Source: an optimization exercise on an open RTL-to-GDS flow (aim: small area, a short achievable clock period and few clock cycles per item). Production flows keep margins and buffers that such runs may drop. Function was checked by simulation only, so behaviour that the tests miss may differ from the original.

==> flow/design.v (outline; a module is shown in full before it is edited, if it fits) <==
// module cordic_park_engine: 2654 lines
module cordic_park_engine #(
  parameter int WIDTH       = 16,
  parameter int ANGLE_WIDTH = 16,
  parameter int ITERATIONS  = 14,
  parameter int GUARD_BITS  = 3,
  parameter int GAIN_BITS   = 15,
  parameter int TAG_WIDTH   = 2
) (
  input  logic                          clk,
  input  logic                          rst,
  input  logic                          in_valid,
  output logic                          in_ready,
  input  logic                          mode,
  input  logic signed [WIDTH-1:0]       in_x,
  input  logic signed [WIDTH-1:0]       in_y,
  input  logic [ANGLE_WIDTH-1:0]        angle,
  input  logic [TAG_WIDTH-1:0]          in_tag,
  output logic                          out_valid,
  input  logic                          out_ready,
  output logic signed [WIDTH-1:0]       out_x,
  output logic signed [WIDTH-1:0]       out_y,
  output logic [TAG_WIDTH-1:0]          out_tag,
  output logic                          busy
);
  // ...
==> flow/run.sh <==
#!/bin/bash
# synth_recipe.tcl (not shown) runs the flow's synth.tcl, then flattens the netlist and writes it again
# the make line also repeats each setting of config.mk as NAME=value (left out here)
make -C /OpenROAD-flow-scripts/flow DESIGN_CONFIG=/design/flow/config.mk WORK_HOME=/design/flow/orfs CLKGATE_MAP_FILE= SYNTH_SCRIPT=/design/flow/synth_recipe.tcl finish
==> flow/config.mk <==
export PLATFORM = sky130hd
export DESIGN_NAME = cordic_park_engine
export DESIGN_NICKNAME = cordic_park_engine
export VERILOG_FILES = /design/flow/design.v
export SDC_FILE = /design/flow/constraint.sdc
export NUM_CORES = 4
export LEC_CHECK = 0
export ABC_CLOCK_PERIOD_IN_PS = 5000
export CAP_MARGIN = 20
export CORE_MARGIN = 2
export CORE_UTILIZATION = 60
export CTS_BUF_LIST = sky130_fd_sc_hd__clkbuf_4 sky130_fd_sc_hd__clkbuf_8
export CTS_CLUSTER_DIAMETER = 50
export CTS_CLUSTER_SIZE = 20
export PLACE_DENSITY = 0.72
export SETUP_SLACK_MARGIN = 5
export SLEW_MARGIN = 20
==> flow/constraint.sdc <==
create_clock -name core_clock -period 10.0 [get_ports {clk}]
set_input_delay 2.0000 -clock core_clock [delete_from_list [all_inputs] [get_ports {clk}]]
set_output_delay 2.0000 -clock core_clock [all_outputs]
set_load 0.01 [all_outputs]
==> results.tsv, run 1 <==
stage	metric	value	unit
yosys	Avg Synthesized Cell Area	10.6	µm²
cts	CTS Sinks	483	
cells_and_area	Util after Layout	0.674	
critical_path	Crit Reg-Reg Startpoint	p5_q$_DFFE_PN_	
job	Max-Cap Viols	0	
global_routing	first-pass GRT wire length	193000	µm
drt	Metal-1 WL	47200	µm
critical_path	Worst Setup EP	y6_q[20]$_DFFE_PN_	
cts	post-CTS sizing	106	
drt	WL final	120000	µm
critical_path	critical path required time	10.51	ns
critical_path	CP Capture Type	flop	
yosys	largest family of logic cells by synthesized area	adder cells	
yosys	Post-Synthesis Cell Area	55500	µm²
global_routing	initial antenna violation count	1	
cells_and_area	commonest non-fill, non-tap cell in the layout	inv_1	
cells_and_area	Seq Cell Count	483	
drt	top routing layer in use	met4	
cts	CTS tree	built	
yosys	Warnings, synthesis	2	
critical_path	CP Depth	24	
status	status	no timing/DRC/antenna violations	
cells_and_area	Non-Filler Instances	6690	
cells_and_area	# clk buffers	83	
place	dpl cells	6446	
yosys	post-synthesis sequential area ratio	0.261	
yosys	compound-gate portion of the synthesized area	0.101	
global_routing	M2 GR Usage	0.484	
cells_and_area	Area-dominant class	multi-input combinational cells	
timing	setup TNS	0	ns
critical_path	R2R setup slack	5.02	ns
cells_and_area	NonClk Buf Share	0.0384	
yosys	mux contribution to synthesized area	0.00918	
global_routing	all-layer global routing usage	0.256	
Testbench counts, summed over its fixed seeds: cycles 2,472, items 2,400.
==> run 2: changes to the inputs <==
--- a/flow/config.mk
+++ b/flow/config.mk
@@ -8,3 +8,3 @@
 export ABC_CLOCK_PERIOD_IN_PS = 5000
-export CAP_MARGIN = 20
+export CAP_MARGIN = 5
 export CORE_MARGIN = 2
@@ -16,2 +16,2 @@
 export SETUP_SLACK_MARGIN = 5
-export SLEW_MARGIN = 20
+export SLEW_MARGIN = 5
==> results.tsv, run 2 <==
stage	metric	value	unit	change
critical_path	Crit Reg-Reg Startpoint	p5_q$_DFFE_PN_		unchanged
timing	Slew HR	0.287		unchanged
yosys	Synth area leader	edfxtp_1		unchanged
yosys	top cells by count, synth	989 x inv_1, 679 x ha_1, 581 x fa_1, 567 x xnor2_1, 474 x edfxtp_1		unchanged
cells_and_area	layout cell share with drive strength beyond 1	0.0881		unchanged
cts	H-tree levels	3		unchanged
cts	total CTS buffers	75		unchanged
place	post-DP HPWL	94200	µm	unchanged
drt	vias per cell	5.50		unchanged
place	routability-driven placement congestion ratio	0.907		unchanged
cts	clock-pin slew on the worst setup and hold paths	0.09	ns	about the same
place	DP Worst Slack	3.70	ns	unchanged
die	DIE AREA	94900	µm²	unchanged
drt	initial drt markers	1558		unchanged
critical_path	startpoint types	flop		unchanged
timing	final hold violation count	0		unchanged
die	initial core utilization	0.605		unchanged
yosys	top_reg_cell synth	edfxtp_1		unchanged
drt	routed len/inst	17.9	µm	unchanged
drt	DRT Pass-1 Iters	6		unchanged
critical_path	R2R setup slack	5.02	ns	about the same
cts	Max Root-Sink Buffers	3		unchanged
timing	max-slew violations	0		unchanged
global_routing	vias in the first global route	38300		unchanged
critical_path	CP Capture Type	flop		unchanged
global_routing	GRT overflow	0		unchanged
cells_and_area	Non-Filler Instances	6690		unchanged
cts	root buffer cell	clkbuf_8		unchanged
min_path	min-delay src	t_q[3][0]$_DFFE_PN_		unchanged
yosys	post-synthesis sequential area ratio	0.261		unchanged
cts	CTS Sinks	483		unchanged
critical_path	WS Path Type	flop to flop		unchanged
cells_and_area	commonest non-fill, non-tap cells in the layout	977 x inv_1, 665 x ha_1, 574 x fa_1, 554 x xnor2_1, 474 x edfxtp_1		unchanged
yosys	Syn Inst Count	5237		unchanged
die	die height	308	µm	unchanged
critical_path	worst endpoint data arrival time	5.49	ns	about the same
global_routing	all-layer global routing usage	0.256		unchanged
job	Max-Cap Viols	0		unchanged
timing	final setup vio count	0		unchanged
yosys	Post-synth EDFFs	474		unchanged
yosys	synth unique cells	91		unchanged
cells_and_area	Final Instance Area	61800	µm²	unchanged
min_path	end of the worst hold path	t_q[4][0]$_DFFE_PN_		unchanged
yosys	Warnings, synthesis	2		unchanged
critical_path	R2R depth	24		unchanged
drt	post-route ant nets	0		unchanged
min_path	HP Class	flop to flop		unchanged
yosys	top post-synthesis cells by area	edfxtp_1 26%, fa_1 21%, ha_1 15%		unchanged
yosys	Synth top area share	0.257		unchanged
status	status	no timing/DRC/antenna violations		unchanged
critical_path	critical path required time	10.51	ns	about the same
cells_and_area	Layout Nets	6757		unchanged
timing	f_max	0.201	GHz	unchanged
timing	clock period minus worst slack	4.98	ns	unchanged
timing	final setup margin	5.02	ns	unchanged
global_routing	largest net degree at the start of global routing	166		unchanged
timing	fin crit share	0.498		unchanged
yosys	Avg Synthesized Cell Area	10.6	µm²	unchanged
timing	Final Skew	0.0619	ns	unchanged
timing	slew at the pin closest to its max-slew limit	1.07	ns	unchanged
cells_and_area	commonest non-fill, non-tap cell in the layout	inv_1		unchanged
cells_and_area	Synth-to-Final Area Change	11.4	%	unchanged
die	die span in x	308	µm	unchanged
drt	Remaining DRCs	0		unchanged
yosys	Syn Nets	6552		unchanged
global_routing	first-pass GRT wire length	193000	µm	unchanged
yosys	#FFs+latches synth	483		unchanged
die	core box area	91700	µm²	unchanged
timing	unrepaired setup endpoints after global routing	true		unchanged
yosys	count leader, synth	inv_1		unchanged
place	port buffer count	91		unchanged
die	io pins	92		unchanged
place	dpl cells	6446		unchanged
drt	total number of vias	36800		unchanged
cells_and_area	Util after Layout	0.674		unchanged
cts	clk latency of the worst-skew pair	0.76	ns	about the same
drt	WL final	120000	µm	unchanged
cts	hold-fix buffers at CTS	0		unchanged
die	row cnt	111		unchanged
yosys	Async SR Flop Fraction	0.0186		unchanged
timing	setup TNS	0	ns	unchanged
critical_path	Reg2Reg Capture Point	y6_q[20]$_DFFE_PN_		unchanged
place	Placement Cell Area	57800	µm²	unchanged
cts	CTS tree	built		unchanged
critical_path	maximum fanout along the worst path	6		unchanged
min_path	Hold Path Depth	0		unchanged
yosys	Post-Synthesis Cell Area	55500	µm²	unchanged
global_routing	initial antenna violation count	1		unchanged
run 2: cell counts after synthesis:
Identical to the previous run, type by type.
run 2: worst max-delay path, stage by stage, from the launching register on:
cell and delay (ns):
edfxtp_1 0.50, buf_12 0.18, clkbuf_16 0.16, mux2_2 0.28, a21oi_2 0.14, o21bai_1 0.11, a21oi_2 0.21, o41ai_2 0.08
a21oi_1 0.15, o21ai_1 0.10, a21o_1 0.19, a21oi_4 0.23, xnor2_2 0.08, ha_2 0.21, fa_2 0.40, a21oi_2 0.17
o21bai_2 0.10, a21oi_2 0.20, o21ai_2 0.09, a221o_1 0.34, a311o_1 0.36, o2111ai_2 0.12, o21ai_2 0.09, a21oi_2 0.15
xnor2_1 0.08
run 2: final cells by class:
| class | count | area (µm²) |
|---|---|---|
| repair buffers | 216 | 2370 |
| multi-input cells | 3677 | 38100 |
| clock buffers | 83 | 1110 |
| diodes | 1 | 2.50 |
| well taps | 1186 | 1480 |
| clock inverters | 55 | 514 |
| inverters | 989 | 3730 |
| flip-flops and latches | 483 | 14500 |
| fillers | 7013 | 29900 |
run 2: repair_timing:
| item | in CTS | in global routing |
|---|---|---|
| gates resized for setup | 106 | 158 |
| endpoints found under the setup margin | 93 | 80 |
| gates cloned | 9 | 7 |
| pin swaps | 20 | 97 |
| buffers inserted | 29 | 60 |
run 2: per-stage QoR:
stage / hold slack, ns
after floorplan: 0.400
after global placement: 0.401
after detailed placement: 0.406
after CTS: 0.427
after global routing: 0.434
final: 0.426
run 2: cell families (layout without fill, tap and decap cells):
| family | after synthesis | after routing | synth area share |
|---|---|---|---|
| xor gates and xnor gates | 850 | 850 | 0.135 |
| DFF | 483 | 483 | 0.261 |
| muxes | 49 | 49 | 0.00918 |
| buffers and inverters | 1079 | 1343 | 0.0734 |
| AOI/OAI and AO/OA | 856 | 856 | 0.101 |
| and+or+nand+nor | 659 | 661 | 0.0582 |
| adders and majority gates | 1261 | 1261 | 0.363 |
| other | 0 | 1 | 0 |
run 2: worst max-delay path by stage:
stage                         endpoint      startpoint  slack (ns)
CTS                           in_ready             rst        4.98
global placement     n0_q[3]$_DFFE_PN_        angle[3]        3.81
floorplan                     in_ready       out_ready        4.38
detailed placement   n0_q[3]$_DFFE_PN_        angle[3]        3.70
global route        y6_q[20]$_DFFE_PN_  p5_q$_DFFE_PN_        4.73
finish              y6_q[20]$_DFFE_PN_  p5_q$_DFFE_PN_        5.02
run 2: routing by layer:
metal | part of all wire | global-route usage
met1 | 0.39 | 0.297
met2 | 0.54 | 0.484
met3 | 0.031 | 0.0251
met4 | 0.039 | 0.0990
met5 | 0 | 0
==> run 3: changes to the inputs <==
==> flow/flow/run.sh (new file) <==
#!/bin/bash
bash standard.sh SETUP_SLACK_MARGIN=5.3 finish > standard.log 2>&1
==> flow/standard.sh (new file) <==
#!/bin/bash
# synth_recipe.tcl (not shown) runs the flow's synth.tcl, then flattens the netlist and writes it again
# the make line also repeats each setting of config.mk as NAME=value (left out here)
make -C /OpenROAD-flow-scripts/flow DESIGN_CONFIG=/design/flow/config.mk WORK_HOME=/design/flow/orfs CLKGATE_MAP_FILE= SYNTH_SCRIPT=/design/flow/synth_recipe.tcl "${@:-finish}"
--- a/flow/config.mk
+++ b/flow/config.mk
@@ -8,3 +8,3 @@
 export ABC_CLOCK_PERIOD_IN_PS = 5000
-export CAP_MARGIN = 5
+export CAP_MARGIN = 20
 export CORE_MARGIN = 2
@@ -16,2 +16,2 @@
 export SETUP_SLACK_MARGIN = 5
-export SLEW_MARGIN = 5
+export SLEW_MARGIN = 20
removed: flow/run.sh
==> results.tsv, run 3 <==
stage	metric	value	unit	change
yosys	Synth area leader	edfxtp_1		unchanged
timing	unrepaired setup endpoints after global routing	true		unchanged
cells_and_area	commonest non-fill, non-tap cell in the layout	inv_1		unchanged
global_routing	vias in the first global route	39400		was 38300
critical_path	startpoint types	flop		unchanged
yosys	Post-Synthesis Cell Area	55500	µm²	unchanged
critical_path	CP max stage delay	0.45	ns	was 0.50 ns
min_path	min-delay src	t_q[7][0]$_DFFE_PN_		was t_q[3][0]$_DFFE_PN_
job	Max-Cap Viols	0		unchanged
die	die span in x	308	µm	unchanged
timing	final setup vio count	0		unchanged
yosys	Post-synth EDFFs	474		unchanged
cells_and_area	Layout Nets	6933		was 6757
cells_and_area	# fillers	6420		was 7013
yosys	count leader, synth	inv_1		unchanged
cts	clock-pin slew on the worst setup and hold paths	0.08	ns	was 0.09 ns
critical_path	worst path cell trace	buf_12 -> xor2_4 -> ha_4 -> a21oi_2 -> o21bai_1 -> a21oi_1 -> o21bai_1 -> a21oi_1 -> o21ai_1 -> a221oi_2 -> xnor2_1 -> ha_2 -> fa_2 -> a21oi_2 -> o21bai_2 -> a21oi_2 -> o21ai_2 -> a221o_1 -> a311o_1 -> o2111ai_2 -> o21ai_1 -> a21oi_1 -> xnor2_1		was buf_12 -> clkbuf_16 -> mux2_2 -> a21oi_2 -> o21bai_1 -> a21oi_2 -> o41ai_2 -> a21oi_1 -> o21ai_1 -> a21o_1 -> a21oi_4 -> xnor2_2 -> ha_2 -> fa_2 -> a21oi_2 -> o21bai_2 -> a21oi_2 -> o21ai_2 -> a221o_1 -> a311o_1 -> o2111ai_2 -> o21ai_2 -> a21oi_2 -> xnor2_1
cts	CTS tree	built		unchanged
cts	clk latency of the worst-skew pair	0.76	ns	about the same
place	routability-driven placement congestion ratio	0.916		was 0.907
critical_path	R2R depth	23		was 24
timing	max-slew violations	0		unchanged
global_routing	initial antenna violation count	1		unchanged
drt	vias per cell	5.56		was 5.50
critical_path	WS Path Type	flop to flop		unchanged
global_routing	all-layer global routing usage	0.267		was 0.256
min_path	HP Class	flop to flop		unchanged
drt	total number of vias	38200		was 36800
cts	root buffer cell	clkbuf_8		unchanged
drt	WL final	129000	µm	was 120000 µm
cells_and_area	commonest non-fill, non-tap cells in the layout	952 x inv_1, 627 x ha_1, 558 x fa_1, 528 x xnor2_1, 474 x edfxtp_1		was 977 x inv_1, 665 x ha_1, 574 x fa_1, 554 x xnor2_1, 474 x edfxtp_1
timing	final hold violation count	0		unchanged
cts	total CTS buffers	72		was 75
drt	initial drt markers	1895		was 1558
critical_path	worst endpoint data arrival time	5.37	ns	was 5.49 ns
die	io pins	92		unchanged
yosys	Syn Nets	6552		unchanged
yosys	post-synthesis sequential area ratio	0.261		unchanged
cts	H-tree levels	3		unchanged
critical_path	R2R setup slack	5.13	ns	was 5.02 ns
timing	setup TNS	0	ns	unchanged
timing	clock period minus worst slack	4.87	ns	was 4.98 ns
global_routing	first-pass GRT wire length	199000	µm	was 193000 µm
timing	Slew HR	0.321		was 0.287
critical_path	maximum fanout along the worst path	5		was 6
yosys	#FFs+latches synth	483		unchanged
timing	fin crit share	0.487		was 0.498
yosys	Warnings, synthesis	2		unchanged
die	core box area	91700	µm²	unchanged
critical_path	critical path required time	10.49	ns	was 10.51 ns
yosys	Async SR Flop Fraction	0.0186		unchanged
die	initial core utilization	0.605		unchanged
critical_path	Crit Reg-Reg Startpoint	p5_q$_DFFE_PN_		unchanged
cts	Max Root-Sink Buffers	3		unchanged
timing	Final Skew	0.0542	ns	was 0.0619 ns
yosys	Avg Synthesized Cell Area	10.6	µm²	unchanged
yosys	top cells by count, synth	989 x inv_1, 679 x ha_1, 581 x fa_1, 567 x xnor2_1, 474 x edfxtp_1		unchanged
yosys	Synth top area share	0.257		unchanged
min_path	end of the worst hold path	ot_q[0]$_DFFE_PP_		was t_q[4][0]$_DFFE_PN_
place	post-DP HPWL	94600	µm	was 94200 µm
yosys	top post-synthesis cells by area	edfxtp_1 26%, fa_1 21%, ha_1 15%		unchanged
status	status	no timing/DRC/antenna violations		unchanged
yosys	Syn Inst Count	5237		unchanged
cts	CTS Sinks	483		unchanged
yosys	top_reg_cell synth	edfxtp_1		unchanged
cells_and_area	layout cell share with drive strength beyond 1	0.159		was 0.0881
yosys	synth unique cells	91		unchanged
timing	slew at the pin closest to its max-slew limit	1.02	ns	was 1.07 ns
drt	DRT Pass-1 Iters	6		unchanged
drt	routed len/inst	18.8	µm	was 17.9 µm
global_routing	GRT overflow	0		unchanged
die	DIE AREA	94900	µm²	unchanged
timing	f_max	0.205	GHz	was 0.201 GHz
critical_path	CP max-delay cell	edfxtp_1		unchanged
die	die height	308	µm	unchanged
critical_path	CP Capture Type	flop		unchanged
drt	post-route ant nets	0		unchanged
cells_and_area	Synth-to-Final Area Change	17.3	%	was 11.4%
place	port buffer count	91		unchanged
timing	final hold slack	0.424	ns	was 0.426 ns
drt	Remaining DRCs	0		unchanged
critical_path	Reg2Reg Capture Point	x6_q[20]$_DFFE_PN_		was y6_q[20]$_DFFE_PN_
min_path	Hold Path Depth	0		unchanged
global_routing	largest net degree at the start of global routing	163		was 166
die	row cnt	111		unchanged
cts	hold-fix buffers at CTS	0		unchanged
-- run 3: cell counts after synthesis --
No cell type changed its count.
-- run 3: worst max-delay path by stage --
stage	startpoint	to	slack [ns]	depth (start not counted)
2_1_floorplan	out_ready	in_ready	4.38	3
3_3_place_gp	angle[3]	n0_q[3]$_DFFE_PN_	3.79	18
3_5_place_dp	angle[3]	n0_q[3]$_DFFE_PN_	3.70	18
4_1_cts	out_ready	in_ready	5.14	4
5_1_grt	p5_q$_DFFE_PN_	y6_q[18]$_DFFE_PN_	4.96	25
6_report	p5_q$_DFFE_PN_	x6_q[20]$_DFFE_PN_	5.13	23
-- run 3: layout make-up --
| type | instances | area [µm²] | share of cell area |
|---|---|---|---|
| multi-input cells | 3677 | 39700 | 0.611 |
| clock buffers | 80 | 1060 | 0.0164 |
| clock inverters | 53 | 589 | 0.00906 |
| flip-flops and latches | 483 | 14500 | 0.222 |
| diodes | 1 | 2.50 | 0.0000385 |
| well taps | 1186 | 1480 | 0.0228 |
| inverters | 989 | 3740 | 0.0574 |
| repair buffers | 395 | 4000 | 0.0614 |
-- run 3: layer usage --
metal,vias up,track usage,wire length (µm)
met5,-,0,0
met2,856,0.495,67500
met1,18900,0.305,50000
li1,18100,-,-
met3,341,0.0320,4730
met4,0,0.123,6770
-- run 3: per-stage QoR --
| step | instances | area, µm² | worst slack (ns) | util |
|---|---|---|---|---|
| 5_1_grt | 6864 | 65000 | 4.96 | 0.710 |
| 3_3_place_gp | 6445 | 57900 | 3.79 | 0.631 |
| 3_5_place_dp | 6445 | 57900 | 3.70 | 0.631 |
| 2_1_floorplan | 5237 | 55800 | 4.38 | - |
| 4_1_cts | 6743 | 62400 | 5.14 | 0.681 |
| 6_report | 6864 | 65000 | 5.13 | 0.710 |
-- run 3: cells by family (layout without fill, tap and decap cells) --
group	Yosys count	after routing	share of synthesized area
compound gates	856	856	0.101
xor+xnor	850	850	0.135
fa+ha+maj	1261	1261	0.363
buf+inv	1079	1517	0.0734
flops	483	483	0.261
mux	49	49	0.00918
other cells	0	1	0
simple gates	659	661	0.0582
-- run 3: repair_timing --
item | in CTS | in global routing
resized for setup | 279 | 362
endpoints found under the setup margin | 142 | 104
gates cloned | 17 | 1
pin swaps | 143 | 253
buffers inserted | 148 | 119
-- run 3: worst max-delay path: cells and delay by family (launching register included) --
kind            cells  cell delay [ns]
compound gates     16             2.68
fa+ha+maj           3             0.84
xor+xnor            3             0.47
flops               1             0.45
buf+inv             1             0.19
==> run 4: changes to the inputs <==
==> flow/run.sh (new file) <==
#!/bin/bash
# synth_recipe.tcl (not shown) runs the flow's synth.tcl, then flattens the netlist and writes it again
# the make line also repeats each setting of config.mk as NAME=value (left out here)
make -C /OpenROAD-flow-scripts/flow DESIGN_CONFIG=/design/flow/config.mk WORK_HOME=/design/flow/orfs CLKGATE_MAP_FILE= SYNTH_SCRIPT=/design/flow/synth_recipe.tcl finish
--- a/flow/config.mk
+++ b/flow/config.mk
@@ -10,3 +10,3 @@
 export CORE_MARGIN = 2
-export CORE_UTILIZATION = 60
+export CORE_UTILIZATION = 70
 export CTS_BUF_LIST = sky130_fd_sc_hd__clkbuf_4 sky130_fd_sc_hd__clkbuf_8
@@ -14,3 +14,3 @@
 export CTS_CLUSTER_SIZE = 20
-export PLACE_DENSITY = 0.72
+export PLACE_DENSITY = 0.8
 export SETUP_SLACK_MARGIN = 5
removed: flow/flow/run.sh
removed: flow/standard.sh
==> results.tsv, run 4 <==
stage	metric	value	unit	change
timing	Slew HR	0.250		was 0.321
cells_and_area	Final Instance Area	61800	µm²	was 65000 µm²
job	Max-Cap Viols	0		unchanged
yosys	Syn Nets	6552		unchanged
yosys	synth unique cells	91		unchanged
die	DIE AREA	81500	µm²	was 94900 µm²
cells_and_area	Util after Layout	0.785		was 0.710
yosys	Avg Synthesized Cell Area	10.6	µm²	unchanged
yosys	Warnings, synthesis	2		unchanged
critical_path	CP most frequent cell	a21o_1		
timing	final hold slack	0.421	ns	was 0.424 ns
die	die height	285	µm	was 308 µm
critical_path	maximum fanout along the worst path	8		was 5
critical_path	CP Capture Type	flop		unchanged
cells_and_area	commonest non-fill, non-tap cell in the layout	inv_1		unchanged
cts	root buffer cell	clkbuf_8		unchanged
timing	setup TNS	0	ns	unchanged
die	initial core utilization	0.704		was 0.605
critical_path	startpoint types	flop		unchanged
cells_and_area	Non-Filler Instances	6568		was 6864
cts	clk latency of the worst-skew pair	0.70	ns	was 0.76 ns
yosys	Async SR Flop Fraction	0.0186		unchanged
yosys	Synth top area share	0.257		unchanged
place	post-DP HPWL	94100	µm	was 94600 µm
drt	vias per cell	5.73		was 5.56
timing	slew at the pin closest to its max-slew limit	1.12	ns	was 1.02 ns
critical_path	WS Path Type	flop to flop		unchanged
drt	initial drt markers	2105		was 1895
yosys	Post-Synthesis Cell Area	55500	µm²	unchanged
critical_path	worst endpoint data arrival time	5.40	ns	was 5.37 ns
cells_and_area	commonest non-fill, non-tap cells in the layout	978 x inv_1, 660 x ha_1, 567 x fa_1, 553 x xnor2_1, 474 x edfxtp_1		was 952 x inv_1, 627 x ha_1, 558 x fa_1, 528 x xnor2_1, 474 x edfxtp_1
min_path	HP Class	flop to flop		unchanged
yosys	Synth area leader	edfxtp_1		unchanged
drt	WL final	123000	µm	was 129000 µm
timing	final hold violation count	0		unchanged
yosys	Post-synth EDFFs	474		unchanged
global_routing	largest net degree at the start of global routing	187		was 163
drt	total number of vias	37600		was 38200
cts	Max Root-Sink Buffers	3		unchanged
critical_path	worst path cell trace	buf_12 -> buf_4 -> xnor2_2 -> ha_1 -> a21o_1 -> a21o_1 -> a21oi_1 -> o21ai_0 -> a21oi_1 -> xnor2_2 -> ha_1 -> inv_1 -> fa_2 -> nor2b_2 -> o21ai_2 -> a21boi_2 -> o221ai_4 -> o211ai_1 -> nand2b_1 -> buf_4 -> o211ai_1 -> a21o_1 -> a31oi_1 -> xnor2_1		was buf_12 -> xor2_4 -> ha_4 -> a21oi_2 -> o21bai_1 -> a21oi_1 -> o21bai_1 -> a21oi_1 -> o21ai_1 -> a221oi_2 -> xnor2_1 -> ha_2 -> fa_2 -> a21oi_2 -> o21bai_2 -> a21oi_2 -> o21ai_2 -> a221o_1 -> a311o_1 -> o2111ai_2 -> o21ai_1 -> a21oi_1 -> xnor2_1
timing	f_max	0.201	GHz	was 0.205 GHz
status	status	no timing/DRC/antenna violations		unchanged
timing	fin crit share	0.497		was 0.487
drt	routed len/inst	18.8	µm	about the same
yosys	count leader, synth	inv_1		unchanged
yosys	#FFs+latches synth	483		unchanged
place	routability-driven placement congestion ratio	0.947		was 0.916
die	row cnt	103		was 111
yosys	Post-Synth Simple-Gate Area	0.0582		unchanged
yosys	compound-gate portion of the synthesized area	0.101		unchanged
cts	clock-pin slew on the worst setup and hold paths	0.08	ns	about the same
critical_path	CP max-delay cell	edfxtp_1		unchanged
global_routing	vias in the first global route	39000		was 39400
drt	Remaining DRCs	0		unchanged
place	Placement Cell Area	57600	µm²	was 57900 µm²
place	port buffer count	91		unchanged
critical_path	CP max stage delay	0.44	ns	was 0.45 ns
timing	unrepaired setup endpoints after global routing	true		unchanged
die	die span in x	285	µm	was 308 µm
critical_path	critical path required time	10.43	ns	was 10.49 ns
drt	post-route ant nets	0		unchanged
die	core box area	78700	µm²	was 91700 µm²
cells_and_area	layout cell share with drive strength beyond 1	0.0939		was 0.159
drt	DRT Pass-1 Iters	6		unchanged
critical_path	WP buf/inv	4		was 1
yosys	Post-Synth XOR/XNOR Area	0.135		unchanged
cts	H-tree levels	3		unchanged
yosys	top post-synthesis cells by area	edfxtp_1 26%, fa_1 21%, ha_1 15%		unchanged
cells_and_area	Layout Nets	6770		was 6933
cts	CTS tree	built		unchanged
global_routing	first-pass GRT wire length	195000	µm	was 199000 µm
timing	clock period minus worst slack	4.97	ns	was 4.87 ns
cts	CTS Sinks	483		unchanged
yosys	largest family of logic cells by synthesized area	adder cells		unchanged
yosys	post-synthesis sequential area ratio	0.261		unchanged
cts	total CTS buffers	75		was 72
cells_and_area	Synth-to-Final Area Change	11.4	%	was 17.3%
yosys	mux contribution to synthesized area	0.00918		unchanged
global_routing	GRT overflow	0		unchanged
timing	max-slew violations	0		unchanged
global_routing	all-layer global routing usage	0.301		was 0.267
place	dpl cells	6308		was 6445
global_routing	initial antenna violation count	2		was 1
die	io pins	92		unchanged
critical_path	delay-heaviest family, CP	compound AO/OA/AOI/OAI gates		unchanged
yosys	top cells by count, synth	989 x inv_1, 679 x ha_1, 581 x fa_1, 567 x xnor2_1, 474 x edfxtp_1		unchanged
yosys	adder and majority gate portion of the synthesized area	0.363		unchanged
timing	Final Skew	0.0479	ns	was 0.0542 ns
yosys	Syn Inst Count	5237		unchanged
timing	final setup vio count	0		unchanged
yosys	top_reg_cell synth	edfxtp_1		unchanged
==> run 4: repair_timing <==
| action | in CTS | in global routing |
|---|---|---|
| hold buffers | 0 | 0 |
| setup endpoints to repair | 101 | 78 |
| pin swaps | 19 | 117 |
| gates resized for setup | 113 | 188 |
| gates cloned | 8 | 6 |
| setup buffers | 28 | 78 |
==> run 4: kinds of logic after synthesis <==
kind of cell,Yosys count
buf+inv,1079
fa+ha+maj,1261
simple gates,659
xor+xnor,850
compound gates,856
flops,483
mux,49
==> run 4: metal layers <==
metal | track usage | vias to the layer above | wire [µm]
li1 | - | 17700 | -
met1 | 0.362 | 18600 | 47700
met2 | 0.544 | 1000 | 63800
met3 | 0.0373 | 320 | 5580
met4 | 0.128 | 0 | 6060
met5 | 0 | - | 0
==> run 4: worst paths after layout <==
check / startpoint / to / slack, ns / cells after the start
worst max-delay path: p2_q$_DFFE_PN_ / x3_q[18]$_DFFE_PN_ / 5.03 / 24
worst min-delay path: t_q[7][0]$_DFFE_PN_ / ot_q[0]$_DFFE_PP_ / 0.42 / 0
worst max register to register: p2_q$_DFFE_PN_ / x3_q[18]$_DFFE_PN_ / 5.03 / 24
worst min register to register: t_q[7][0]$_DFFE_PN_ / ot_q[0]$_DFFE_PP_ / 0.42 / 0
max in group asynchronous: rst / v_q[2]$_DFFE_PP0N_ / 8.23 / 3
min in group asynchronous: rst / ov_q$_DFFE_PP0N_ / 1.63 / 3
==> run 4: worst reg2reg max path: stages, from the launching register on <==
cell,delay (ns)
edfxtp_1,0.44
buf_12,0.17
buf_4,0.15
xnor2_2,0.18
ha_1,0.27
a21o_1,0.17
a21o_1,0.18
a21oi_1,0.18
o21ai_0,0.11
a21oi_1,0.22
xnor2_2,0.18
ha_1,0.22
inv_1,0.07
fa_2,0.41
nor2b_2,0.13
o21ai_2,0.07
a21boi_2,0.24
o221ai_4,0.15
o211ai_1,0.23
nand2b_1,0.17
buf_4,0.17
o211ai_1,0.15
a21o_1,0.17
a31oi_1,0.11
xnor2_1,0.16
==> run 4: area by class of cell <==
class / instances / area, µm²
Sequential cell: 483 / 14500
Timing Repair Buffer: 229 / 2410
Clock buffer: 81 / 1100
Clock inverter: 57 / 576
Inverter: 989 / 3730
Tap cell: 1050 / 1310
Antenna cell: 2 / 5.00
Fill cell: 4991 / 16900
Multi-Input combinational cell: 3677 / 38200
==> run 4: metrics by stage <==
step / worst slack (ns)
2_1_floorplan: 4.38
5_1_grt: 4.81
3_5_place_dp: 3.62
3_3_place_gp: 3.80
6_report: 5.03
4_1_cts: 4.92
==> run 5: changes to the inputs <==
--- a/flow/config.mk
+++ b/flow/config.mk
@@ -10,7 +10,5 @@
 export CORE_MARGIN = 2
-export CORE_UTILIZATION = 70
+export CORE_UTILIZATION = 60
 export CTS_BUF_LIST = sky130_fd_sc_hd__clkbuf_4 sky130_fd_sc_hd__clkbuf_8
-export CTS_CLUSTER_DIAMETER = 50
-export CTS_CLUSTER_SIZE = 20
-export PLACE_DENSITY = 0.8
+export PLACE_DENSITY = 0.72
 export SETUP_SLACK_MARGIN = 5
==> results.tsv, run 5 <==
stage	metric	value	unit	change
cts	CTS tree	built		unchanged
timing	final setup vio count	0		unchanged
timing	f_max	0.201	GHz	about the same
cts	Max Root-Sink Buffers	3		unchanged
yosys	count leader, synth	inv_1		unchanged
drt	WL final	121000	µm	was 123000 µm
yosys	post-synthesis sequential area ratio	0.261		unchanged
timing	clock period minus worst slack	4.96	ns	was 4.97 ns
global_routing	all-layer global routing usage	0.258		was 0.301
yosys	Synth area leader	edfxtp_1		unchanged
place	routability-driven placement congestion ratio	0.907		was 0.947
timing	max-slew violations	0		unchanged
yosys	Post-Synthesis Cell Area	55500	µm²	unchanged
drt	post-route ant nets	0		unchanged
die	die height	308	µm	was 285 µm
drt	DRT Pass-1 Iters	5		was 6
timing	final hold violation count	0		unchanged
drt	total number of vias	37000		was 37600
critical_path	startpoint types	flop		unchanged
status	status	no timing/DRC/antenna violations		unchanged
cts	root buffer cell	clkbuf_8		unchanged
cells_and_area	commonest non-fill, non-tap cell in the layout	inv_1		unchanged
timing	setup TNS	0	ns	unchanged
place	post-DP HPWL	94200	µm	was 94100 µm
critical_path	worst endpoint data arrival time	5.52	ns	was 5.40 ns
drt	Remaining DRCs	0		unchanged
cells_and_area	commonest non-fill, non-tap cells in the layout	982 x inv_1, 669 x ha_1, 575 x fa_1, 557 x xnor2_1, 474 x edfxtp_1		was 978 x inv_1, 660 x ha_1, 567 x fa_1, 553 x xnor2_1, 474 x edfxtp_1
global_routing	first-pass GRT wire length	194000	µm	was 195000 µm
timing	Final Skew	0.0416	ns	was 0.0479 ns
cells_and_area	layout cell share with drive strength beyond 1	0.0876		was 0.0939
die	row cnt	111		was 103
min_path	Hold Path Depth	0		unchanged
global_routing	vias in the first global route	38500		was 39000
timing	fin crit share	0.496		was 0.497
global_routing	initial antenna violation count	1		was 2
critical_path	CP Capture Type	flop		unchanged
yosys	Async SR Flop Fraction	0.0186		unchanged
yosys	Synth top area share	0.257		unchanged
die	io pins	92		unchanged
cells_and_area	Synth-to-Final Area Change	11.9	%	was 11.4%
min_path	HP Class	flop to flop		unchanged
cells_and_area	Layout Nets	6792		was 6770
yosys	Syn Nets	6552		unchanged
critical_path	WS Path Type	flop to flop		unchanged
global_routing	GRT overflow	0		unchanged
cts	hold-fix buffers at CTS	0		unchanged
cts	H-tree levels	3		unchanged
yosys	Syn Inst Count	5237		unchanged
timing	Slew HR	0.278		was 0.250
job	Max-Cap Viols	0		unchanged
critical_path	maximum fanout along the worst path	12		was 8
drt	routed len/inst	17.9	µm	was 18.8 µm
die	DIE AREA	94900	µm²	was 81500 µm²
die	die span in x	308	µm	was 285 µm
cts	clk latency of the worst-skew pair	0.76	ns	was 0.70 ns
drt	vias per cell	5.49		was 5.73
yosys	top_reg_cell synth	edfxtp_1		unchanged
cts	CTS Sinks	483		unchanged
yosys	Avg Synthesized Cell Area	10.6	µm²	unchanged
timing	unrepaired setup endpoints after global routing	true		unchanged
yosys	Post-synth EDFFs	474		unchanged
cts	total CTS buffers	90		was 75
place	port buffer count	91		unchanged
drt	initial drt markers	1780		was 2105
yosys	top cells by count, synth	989 x inv_1, 679 x ha_1, 581 x fa_1, 567 x xnor2_1, 474 x edfxtp_1		unchanged
timing	slew at the pin closest to its max-slew limit	1.08	ns	was 1.12 ns
yosys	synth unique cells	91		unchanged
critical_path	R2R depth	19		was 24
critical_path	critical path required time	10.55	ns	was 10.43 ns
global_routing	largest net degree at the start of global routing	166		was 187
cells_and_area	# fillers	7003		was 4991
yosys	#FFs+latches synth	483		unchanged
die	core box area	91700	µm²	was 78700 µm²
yosys	top post-synthesis cells by area	edfxtp_1 26%, fa_1 21%, ha_1 15%		unchanged
die	initial core utilization	0.605		was 0.704
cts	clock-pin slew on the worst setup and hold paths	0.06	ns	was 0.08 ns
yosys	Warnings, synthesis	2		unchanged
## run 5: layout make-up
type / count / area, µm² / share of cell area
Multi-Input combinational cell: 3677 / 38000 / 0.612
Inverter: 989 / 3730 / 0.0602
Clock buffer: 99 / 1310 / 0.0210
Clock inverter: 66 / 614 / 0.00990
Timing Repair Buffer: 236 / 2460 / 0.0397
Tap cell: 1186 / 1480 / 0.0239
Sequential cell: 483 / 14500 / 0.233
Antenna cell: 1 / 2.50 / 0.0000403
## run 5: final timing paths
path / slack (ns) / end / from
min in group asynchronous: 1.32 / ov_q$_DFFE_PP0N_ / rst
worst min register to register: 0.42 / t_q[5][1]$_DFFE_PN_ / t_q[4][1]$_DFFE_PN_
worst min-delay path: 0.42 / t_q[5][1]$_DFFE_PN_ / t_q[4][1]$_DFFE_PN_
max in group asynchronous: 8.55 / v_q[2]$_DFFE_PP0N_ / rst
worst max-delay path: 5.04 / x4_q[20]$_DFFE_PN_ / p3_q$_DFFE_PN_
worst max register to register: 5.04 / x4_q[20]$_DFFE_PN_ / p3_q$_DFFE_PN_
## run 5: per-stage QoR
step / hold WS, ns / utilization / setup slack [ns] / std cells / cell area [µm²]
floorplan: 0.400 / - / 4.38 / 5237 / 55600
global placement: 0.401 / 0.631 / 3.81 / 6446 / 57800
finish: 0.415 / 0.677 / 5.04 / 6737 / 62100
CTS: 0.420 / 0.662 / 4.98 / 6645 / 60700
detailed placement: 0.406 / 0.631 / 3.70 / 6446 / 57800
global route: 0.424 / 0.677 / 4.85 / 6737 / 62100
## run 5: logic make-up (layout without fill, tap and decap cells)
family	after synthesis	count (layout)	share of synthesized area
simple gates	659	661	0.0582
flops	483	483	0.261
compound gates	856	856	0.101
xor+xnor	850	850	0.135
fa+ha+maj	1261	1261	0.363
mux	49	49	0.00918
buf+inv	1079	1390	0.0734
other cells	0	1	0
## run 5: routing by layer
metal	track usage	share of wire	wire [µm]	up-vias
met3	0.0269	0.035	4280	238
met1	0.299	0.39	47400	18300
met5	0	0	0	-
met4	0.0922	0.036	4340	0
met2	0.490	0.54	64900	710
li1	-	-	-	17800
## run 5: what timing repair did
action                     4_1_cts  5_1_grt
setup buffers                   25       87
setup endpoints to repair       93       79
gates cloned                     9        4
pin swaps                       22       85
gates resized for setup        106      142
## run 5: worst max-delay path, stage by stage, from the launching register on
cell	delay, ns
edfxtp_1	0.45
buf_4	0.19
clkbuf_16	0.16
xnor2_1	0.16
buf_6	0.21
xnor2_1	0.17
fa_1	0.45
fa_1	0.52
inv_1	0.05
ha_1	0.33
nor2b_1	0.15
o21ai_1	0.16
a21o_1	0.22
a31oi_4	0.13
a2111oi_4	0.41
o31ai_2	0.14
and4_1	0.19
a2111oi_4	0.30
a21oi_2	0.11
xnor2_1	0.26
==> run 6: changes to the inputs <==
--- a/flow/config.mk
+++ b/flow/config.mk
@@ -12,2 +12,6 @@
 export CTS_BUF_LIST = sky130_fd_sc_hd__clkbuf_4 sky130_fd_sc_hd__clkbuf_8
+export CTS_CLUSTER_DIAMETER = 50
+export CTS_CLUSTER_SIZE = 20
+export GPL_ROUTABILITY_DRIVEN = 0
+export GPL_TIMING_DRIVEN = 1
 export PLACE_DENSITY = 0.72
==> results.tsv, run 6 <==
stage	metric	value	unit	change
status	status	no timing/DRC/antenna violations		unchanged
die	die height	308	µm	unchanged
cells_and_area	Non-Filler Instances	6690		was 6737
global_routing	initial antenna violation count	1		unchanged
yosys	synth unique cells	91		unchanged
critical_path	CP Capture Type	flop		unchanged
die	die span in x	308	µm	unchanged
timing	max-slew violations	0		unchanged
yosys	Syn Inst Count	5237		unchanged
cells_and_area	layout cell share with drive strength beyond 1	0.0874		was 0.0876
cts	clk latency of the worst-skew pair	0.71	ns	was 0.76 ns
drt	WL final	118000	µm	was 121000 µm
die	initial core utilization	0.605		unchanged
critical_path	critical path required time	10.46	ns	was 10.55 ns
yosys	Warnings, synthesis	2		unchanged
cells_and_area	Final Instance Area	61700	µm²	was 62100 µm²
place	Placement Cell Area	57800	µm²	about the same
yosys	Post-Synth Simple-Gate Area	0.0582		unchanged
drt	routed len/inst	17.6	µm	was 17.9 µm
yosys	post-synthesis sequential area ratio	0.261		unchanged
drt	Metal-1 WL	46600	µm	was 47400 µm
yosys	top_reg_cell synth	edfxtp_1		unchanged
cts	total CTS buffers	68		was 90
yosys	mux contribution to synthesized area	0.00918		unchanged
yosys	#FFs+latches synth	483		unchanged
yosys	Post-Synthesis Cell Area	55500	µm²	unchanged
cts	CTS tree	built		unchanged
drt	post-route ant nets	0		unchanged
critical_path	worst endpoint data arrival time	5.44	ns	was 5.52 ns
die	core box area	91700	µm²	unchanged
die	row cnt	111		unchanged
timing	unrepaired setup endpoints after global routing	true		unchanged
yosys	compound-gate portion of the synthesized area	0.101		unchanged
global_routing	first-pass GRT wire length	189000	µm	was 194000 µm
global_routing	largest net degree at the start of global routing	88		was 166
place	post-DP HPWL	93400	µm	was 94200 µm
timing	final setup vio count	0		unchanged
timing	final hold slack	0.427	ns	was 0.415 ns
yosys	top post-synthesis cells by area	edfxtp_1 26%, fa_1 21%, ha_1 15%		unchanged
drt	met3 wire len	3920	µm	was 4280 µm
die	DIE AREA	94900	µm²	unchanged
yosys	top cells by count, synth	989 x inv_1, 679 x ha_1, 581 x fa_1, 567 x xnor2_1, 474 x edfxtp_1		unchanged
yosys	Post-synth EDFFs	474		unchanged
cts	Max Root-Sink Buffers	3		unchanged
drt	vias per cell	5.50		was 5.49
timing	f_max	0.201	GHz	about the same
cells_and_area	commonest non-fill, non-tap cells in the layout	982 x inv_1, 664 x ha_1, 569 x fa_1, 552 x xnor2_1, 474 x edfxtp_1		was 982 x inv_1, 669 x ha_1, 575 x fa_1, 557 x xnor2_1, 474 x edfxtp_1
yosys	Post-Synth XOR/XNOR Area	0.135		unchanged
drt	total number of vias	36800		was 37000
drt	initial drt markers	1551		was 1780
timing	clock period minus worst slack	4.98	ns	was 4.96 ns
timing	slew at the pin closest to its max-slew limit	1.04	ns	was 1.08 ns
timing	setup TNS	0	ns	unchanged
global_routing	GRT overflow	0		unchanged
yosys	Avg Synthesized Cell Area	10.6	µm²	unchanged
global_routing	all-layer global routing usage	0.249		was 0.258
cts	root buffer cell	clkbuf_8		unchanged
yosys	Synth top area share	0.257		unchanged
die	io pins	92		unchanged
drt	Remaining DRCs	0		unchanged
cells_and_area	commonest non-fill, non-tap cell in the layout	inv_1		unchanged
place	dpl cells	6449		was 6446
job	Max-Cap Viols	0		unchanged
critical_path	startpoint types	flop		unchanged
cts	hold-fix buffers at CTS	0		unchanged
drt	DRT Pass-1 Iters	7		was 5
cells_and_area	# fillers	6948		was 7003
critical_path	WS Path Type	flop to flop		unchanged
timing	final hold violation count	0		unchanged
critical_path	maximum fanout along the worst path	6		was 12
yosys	largest family of logic cells by synthesized area	adder cells		unchanged
cells_and_area	Layout Nets	6765		was 6792
place	port buffer count	91		unchanged
yosys	count leader, synth	inv_1		unchanged
cts	H-tree levels	3		unchanged
timing	Final Skew	0.0358	ns	was 0.0416 ns
min_path	HP Class	flop to flop		unchanged
cells_and_area	Synth-to-Final Area Change	11.3	%	was 11.9%
timing	fin crit share	0.498		was 0.496
timing	Slew HR	0.292		was 0.278
cts	clock-pin slew on the worst setup and hold paths	0.09	ns	was 0.06 ns
yosys	adder and majority gate portion of the synthesized area	0.363		unchanged
drt	WL met2	62500	µm	was 64900 µm
yosys	Synth area leader	edfxtp_1		unchanged
drt	top routing layer in use	met4		unchanged
global_routing	vias in the first global route	37700		was 38500
yosys	Async SR Flop Fraction	0.0186		unchanged
cells_and_area	Util after Layout	0.673		was 0.677
cts	CTS Sinks	483		unchanged
yosys	Syn Nets	6552		unchanged
## run 6: cells by family (layout without fill, tap and decap cells)
| family | Yosys count | in the layout |
|---|---|---|
| flip-flops | 483 | 483 |
| other | 0 | 1 |
| buffers and inverters | 1079 | 1345 |
| XOR/XNOR | 850 | 850 |
| AO/OA/AOI/OAI | 856 | 856 |
| adder cells (fa/ha/maj) | 1261 | 1261 |
| AND/OR/NAND/NOR | 659 | 659 |
| multiplexers | 49 | 49 |
## run 6: cell type report
cell class / count / area [µm²] / area share
inverter: 989 / 3730 / 0.0605
multi-input combinational: 3675 / 38000 / 0.616
clock buffer: 71 / 965 / 0.0156
clock inverter: 52 / 571 / 0.00924
tap: 1186 / 1480 / 0.0240
timing repair buffer: 233 / 2460 / 0.0399
antenna: 1 / 2.50 / 0.0000405
sequential: 483 / 14500 / 0.234
## run 6: per-layer routing
layer	track usage	vias to the layer above
li1	-	17700
met1	0.291	18200
met2	0.466	709
met3	0.0258	254
met4	0.100	0
met5	0	-
## run 6: repair_timing
item | CTS | global route
pin swaps | 15 | 98
cloned | 7 | 5
gates resized for setup | 91 | 171
setup endpoints to repair | 89 | 152
buffers inserted | 21 | 83
## run 6: worst max-delay path, cell delays in order, from the launching register on
cell and delay (ns):
edfxtp_1 0.45, buf_12 0.19, xor2_4 0.20, ha_4 0.29, inv_1 0.04, a21oi_2 0.12, nor2_1 0.05, nor2_1 0.14
o41ai_2 0.10, a21oi_1 0.15, o21ai_1 0.07, a21o_1 0.18, a21oi_4 0.23, xnor2_2 0.08, ha_2 0.22, fa_2 0.40
a21oi_2 0.16, o21bai_2 0.10, a21oi_2 0.19, o21ai_2 0.09, a221o_1 0.36, a311o_1 0.40, o2111ai_2 0.11, o21ai_1 0.11
a21oi_1 0.18, xnor2_1 0.08
## run 6: worst paths after layout
check | startpoint | end | slack, ns | depth (start not counted)
setup / recovery | p5_q$_DFFE_PN_ | y6_q[20]$_DFFE_PN_ | 5.02 | 25
hold / removal | t_q[7][0]$_DFFE_PN_ | ot_q[0]$_DFFE_PP_ | 0.43 | 0
setup reg to reg | p5_q$_DFFE_PN_ | y6_q[20]$_DFFE_PN_ | 5.02 | 25
hold reg to reg | t_q[7][0]$_DFFE_PN_ | ot_q[0]$_DFFE_PP_ | 0.43 | 0
max in group asynchronous | rst | v_q[1]$_DFFE_PP0N_ | 8.41 | 3
min in group asynchronous | rst | v_q[7]$_DFFE_PP0N_ | 1.46 | 3
## run 6: through the flow
stage | setup slack [ns]
after detailed placement | 3.73
final | 5.02
after CTS | 4.98
after global routing | 4.76
after floorplan | 4.38
after global placement | 3.82

==> separate check: timing with driven ports <==
In the flow no input, the clock included, has a driving cell. The finished layouts below were timed again as built, in two steps. Step 1, drivers: a clkbuf_16 drives clk and a buf_2 each remaining input, both assumed. Step 2 moves the port delays by t, midway between the first and last clock arrival at a register: inputs arrive t later, outputs are due t later. That takes back most of the time a late clock gives input paths. Slacks: no drivers / after step 1 / after step 2; pairs: no drivers / after step 1.
run	t (ns)	slack for setup (ns)	slew at the worst register clock pin (ns)	worst data-port slew with drivers (ns)
run 1	0.783	5.016 / 5.016 / 4.551	0.10 / 0.10	0.06
run 2	0.783	5.016 / 5.016 / 4.551	0.10 / 0.10	0.06
run 3	0.800	5.126 / 5.126 / 4.577	0.10 / 0.10	0.05
run 4	0.737	5.030 / 5.019 / 4.466	0.09 / 0.09	0.04
run 5	0.795	5.036 / 5.036 / 4.468	0.07 / 0.07	0.06
run 6	0.756	5.025 / 5.006 / 4.471	0.10 / 0.10	0.06
After both steps setup and hold are still met in every run listed. The setup slack of run 5, which loses most, moves by 0.000 ns with the drivers and by -0.568 ns with both steps.
